Background: an optimization exercise with open tools, aiming at small area. Do not read the settings as production practice.
Only simulation tests tie the RTL to the original design; equivalence was not proved.
Power figures rest on the tool's default switching activity, not on a simulated workload.

## 11-03
## sad_disparity_row
module sad_disparity_row (
    input  logic        clk,
    input  logic        rst_n,
    input  logic [31:0] ix,
    input  logic [31:0] iy,
    input  logic [7:0]  a,
    input  logic [7:0]  b,
    output logic [31:0] ox,
    output logic [31:0] oy,
    output logic [3:0]  disp,
    output logic        disp_valid,
    output logic [10:0] cost
);
    localparam int MAXD = 16;
    localparam int WIN  = 5;
    localparam int BH   = MAXD + WIN;    
    localparam int AH   = WIN + 1;       
    logic active, row_start, vld_in;
    logic shift_en, hold_en;
    logic row_ok_q;
    logic [BH-1:0][7:0] bh_q;
    logic [AH-1:0][7:0] nah_q;           
    logic act1_q, start1_q;
    logic [MAXD-1:0][10:0] sum_q;
    logic [MAXD-1:0][10:0] sum_d;
    logic [10:0] min_sad;
    logic [3:0]  min_idx;
    logic [1:0][10:0] cost_p_q;
    logic [1:0][3:0]  disp_p_q;
    logic [5:0][31:0] ix_p_q;
    logic [5:0][31:0] iy_p_q;
    logic [5:0] v_p_q;
    logic [5:0] rv_p_q;
    assign active = (ix < 32'd640) && (iy < 32'd480);
    assign row_start = active && (ix == 32'd0);
    assign vld_in = active && row_ok_q && (ix >= 32'd19);
    assign shift_en = active & ~row_start;
    assign hold_en = ~active;
    always_ff @(posedge clk) begin
        bh_q[0] <= active ? b : bh_q[0];
        nah_q[0] <= active ? ~a : nah_q[0];
        for (int i = 1; i < BH; i++) begin
            bh_q[i] <= ({8{shift_en}} & bh_q[i-1]) | ({8{hold_en}} & bh_q[i]);
        end
        for (int i = 1; i < AH; i++) begin
            nah_q[i] <= ({8{shift_en}} & nah_q[i-1]) | ({8{hold_en}} & nah_q[i])
                      | {8{row_start}};
        end
  ...
==> module sad_disparity_row, before the edit <==
module sad_disparity_row (
    input  logic        clk,
    input  logic        rst_n,
    input  logic [31:0] ix,
    input  logic [31:0] iy,
    input  logic [7:0]  a,
    input  logic [7:0]  b,
    output logic [31:0] ox,
    output logic [31:0] oy,
    output logic [3:0]  disp,
    output logic        disp_valid,
    output logic [10:0] cost
);
    localparam int MAXD = 16;
    localparam int WIN  = 5;
    localparam int BH   = MAXD + WIN;    
    localparam int AH   = WIN + 1;       
    logic active, row_start, vld_in;
    logic shift_en, hold_en;
    logic row_ok_q;
    logic [BH-1:0][7:0] bh_q;
    logic [AH-1:0][7:0] nah_q;           
    logic act1_q, start1_q;
    logic [MAXD-1:0][10:0] sum_q;
    logic [MAXD-1:0][10:0] sum_d;
    logic [10:0] min_sad;
    logic [3:0]  min_idx;
    logic [1:0][10:0] cost_p_q;
    logic [1:0][3:0]  disp_p_q;
    logic [5:0][31:0] ix_p_q;
    logic [5:0][31:0] iy_p_q;
    logic [5:0] v_p_q;
    logic [5:0] rv_p_q;
    assign active = (ix < 32'd640) && (iy < 32'd480);
    assign row_start = active && (ix == 32'd0);
    assign vld_in = active && row_ok_q && (ix >= 32'd19);
    assign shift_en = active & ~row_start;
    assign hold_en = ~active;
    always_ff @(posedge clk) begin
        bh_q[0] <= active ? b : bh_q[0];
        nah_q[0] <= active ? ~a : nah_q[0];
        for (int i = 1; i < BH; i++) begin
            bh_q[i] <= ({8{shift_en}} & bh_q[i-1]) | ({8{hold_en}} & bh_q[i]);
        end
        for (int i = 1; i < AH; i++) begin
            nah_q[i] <= ({8{shift_en}} & nah_q[i-1]) | ({8{hold_en}} & nah_q[i])
                      | {8{row_start}};
        end
        act1_q <= active;
        start1_q <= row_start;
    end
    always_comb begin
        for (int d = 0; d < MAXD; d++) begin
            logic [8:0] c1, c2;
            logic [7:0] t1, t2, u1, v2;
            logic co1, co2;
            logic [10:0] s, ps, pc;
            c1[0] = 1'b0;
            c2[0] = 1'b0;
            for (int i = 0; i < 8; i++) begin
                t1[i] = nah_q[0][i] ^ bh_q[d][i] ^ c1[i];
                c1[i+1] = (nah_q[0][i] & bh_q[d][i]) | (c1[i] & (nah_q[0][i] ^ bh_q[d][i]));
                t2[i] = nah_q[AH-1][i] ^ bh_q[d+WIN][i] ^ c2[i];
                c2[i+1] = (nah_q[AH-1][i] & bh_q[d+WIN][i]) | (c2[i] & (nah_q[AH-1][i] ^ bh_q[d+WIN][i]));
            end
            co1 = sad_disparity_row_pkg::carry_la(nah_q[0], bh_q[d], c1[5]);
            co2 = sad_disparity_row_pkg::carry_la(nah_q[AH-1], bh_q[d+WIN], c2[5]);
            u1 = t1 ^ {8{~co1}};
            v2 = t2 ^ {8{co2}};
            s = start1_q ? 11'd0 : sum_q[d];
            for (int i = 0; i < 8; i++) begin
                ps[i] = s[i] ^ u1[i] ^ v2[i];
                pc[i] = (s[i] & u1[i]) | (s[i] & v2[i]) | (u1[i] & v2[i]);
            end
            ps[10:8] = ~s[10:8];
            pc[10:8] = s[10:8];
            sum_d[d] = ps + {pc[9:0], co1} + {10'd0, ~co2};
        end
    end
    always_ff @(posedge clk) begin
        if (act1_q) begin
            sum_q <= sum_d;
        end
    end
    sad_argmin u_argmin (
        .clk   (clk),
        .sad_i (sum_q),
        .min_o (min_sad),
        .idx_o (min_idx)
    );
    always_ff @(posedge clk) begin
        cost_p_q[0] <= min_sad;
        disp_p_q[0] <= min_idx;
        cost_p_q[1] <= cost_p_q[0];
        disp_p_q[1] <= disp_p_q[0];
        ix_p_q[0] <= ix;
        iy_p_q[0] <= iy;
        for (int i = 1; i < 6; i++) begin
            ix_p_q[i] <= ix_p_q[i-1];
            iy_p_q[i] <= iy_p_q[i-1];
        end
    end
    always_ff @(posedge clk or negedge rst_n) begin
        if (!rst_n) begin
            row_ok_q <= 1'b0;
            v_p_q <= '0;
            rv_p_q <= '0;
        end else begin
            row_ok_q <= row_ok_q | row_start;
            v_p_q <= {v_p_q[4:0], vld_in};
            rv_p_q <= {rv_p_q[4:0], 1'b1};
        end
    end
    assign ox = rv_p_q[5] ? ix_p_q[5] : 32'd0;
    assign oy = rv_p_q[5] ? iy_p_q[5] : 32'd0;
    assign disp_valid = v_p_q[5];
    assign disp = v_p_q[5] ? disp_p_q[1] : 4'd0;
    assign cost = v_p_q[5] ? cost_p_q[1] : 11'd0;
endmodule
export LEC_CHECK = 0
export CAP_MARGIN = 20
export CORE_MARGIN = 2
export CORE_UTILIZATION = 40
export SLEW_MARGIN = 20
create_clock -name core_clock -period 6.0 [get_ports {clk}]
standard.sh (not shown) runs the stock make flow with config.mk's settings and CLKGATE_MAP_FILE= SYNTH_SCRIPT=/design/flow/synth_recipe.tcl, a recipe that flattens the netlist after the stock synthesis.
==> flow/flow/run.sh <==
#!/bin/bash
# Standard ORFS layout with three changes:
#  - synthesis uses flow/synth.tcl (the standard flow's script, ABC with flow/abc_area.script)
#  - flow/fapol.py then removes inverters around full adders (self-dual flips)
#  - port buffers are buf_1 cells
set -euo pipefail
HERE=$PWD
MK=$(sed -n 's/^\(make .*\) "\${@:-finish}"$/\1/p' standard.sh | sed "s#SYNTH_SCRIPT=[^ ]*#SYNTH_SCRIPT=$HERE/flow/synth.tcl#")
RES=$HERE/orfs/results/$FLOW_PLATFORM/sad_disparity_row/base
echo "$MK" > make_cmd.log
export MY_ABC_SCRIPT=$HERE/flow/abc_area.script
eval "$MK $RES/1_2_yosys.v" > synth.log 2>&1
cp $RES/1_2_yosys.v 1_2_yosys_orig.v
python3 flow/fapol.py 1_2_yosys_orig.v $RES/1_2_yosys.v > fapol.log 2>&1
eval "$MK BUFFER_PORTS_ARGS='-buffer_cell sky130_fd_sc_hd__buf_1' finish" > finish.log 2>&1
: # left out here: write the final layout as DEF
Other scripts of this flow, unchanged in this note and not shown: flow/flow/abc_area.script, flow/flow/fapol.py, flow/flow/synth.tcl
diff inputs: 11-03 => 02-17
diff --git a/flow/design.v b/flow/design.v
--- a/flow/design.v
+++ b/flow/design.v
@@ -128,15 +128,16 @@
             logic [8:0] c1, c2;
             logic [7:0] t1, t2, u1, v2;
             logic co1, co2;
             logic [10:0] s, ps, pc;
+            logic [11:0] r;
             c1[0] = 1'b0;
             c2[0] = 1'b0;
             for (int i = 0; i < 8; i++) begin
-                t1[i] = nah_q[0][i] ^ bh_q[d][i] ^ c1[i];
-                c1[i+1] = (nah_q[0][i] & bh_q[d][i]) | (c1[i] & (nah_q[0][i] ^ bh_q[d][i]));
-                t2[i] = nah_q[AH-1][i] ^ bh_q[d+WIN][i] ^ c2[i];
-                c2[i+1] = (nah_q[AH-1][i] & bh_q[d+WIN][i]) | (c2[i] & (nah_q[AH-1][i] ^ bh_q[d+WIN][i]));
+                t1[i] = (nah_q[0][i] ^ c1[i]) ^ bh_q[d][i];
+                c1[i+1] = (nah_q[0][i] & bh_q[d][i]) | (c1[i] & nah_q[0][i]) | (c1[i] & bh_q[d][i]);
+                t2[i] = (nah_q[AH-1][i] ^ c2[i]) ^ bh_q[d+WIN][i];
+                c2[i+1] = (nah_q[AH-1][i] & bh_q[d+WIN][i]) | (c2[i] & nah_q[AH-1][i]) | (c2[i] & bh_q[d+WIN][i]);
             end
             co1 = sad_disparity_row_pkg::carry_la(nah_q[0], bh_q[d], c1[5]);
             co2 = sad_disparity_row_pkg::carry_la(nah_q[AH-1], bh_q[d+WIN], c2[5]);
             u1 = t1 ^ {8{~co1}};
[summary]
Summary — multi-input gate share of the layout cell area, 02-17 relative to 11-03: lower, by 1.3 points.
Net switching fraction of the power in 02-17 is 0.75 points below 11-03.
02-17 ends up with a growth of design area from synthesis to finish that is 1.8 points higher than in 11-03.
02-17 ends up with a total track usage that is 0.22 points lower than in 11-03.
In terms of sequential cell area, 11-03 and 02-17 differ only marginally.
When 02-17 is measured against 11-03, its detailed placement HPWL turns out about 4.4% lower.
02-17 gives less total number of multi-input combinational cells than 11-03 did.
Relative to 11-03, proportion of power drawn by the clock network increased by 0.5 points in 02-17.

## afterwards: timing with drivers on the ports
Ports are ideal in the flow. The routed layouts listed here were re-timed in OpenROAD. Step 1 assumes that a clkbuf_16 drives the clock port and a buf_2 every other input. Step 2 adds t to the input delays and takes it off the output delays; t is the mean of the earliest and latest rising clock arrival at the registers after step 1. Input paths then give back, and output paths get back, about the clock's delay inside the block. a / b / c = ideal / step 1 / step 2; a / b = the first two.
run	shift t [ns]	setup slack, ns	latest minus earliest clock arrival (ns)	pins driven straight from the clock port
11-03	0.762	0.213 / 0.213 / 0.213	0.056 / 0.055	1
02-17	0.742	0.097 / 0.097 / 0.097	0.081 / 0.082	1
After both steps setup and hold are still met in every run listed.
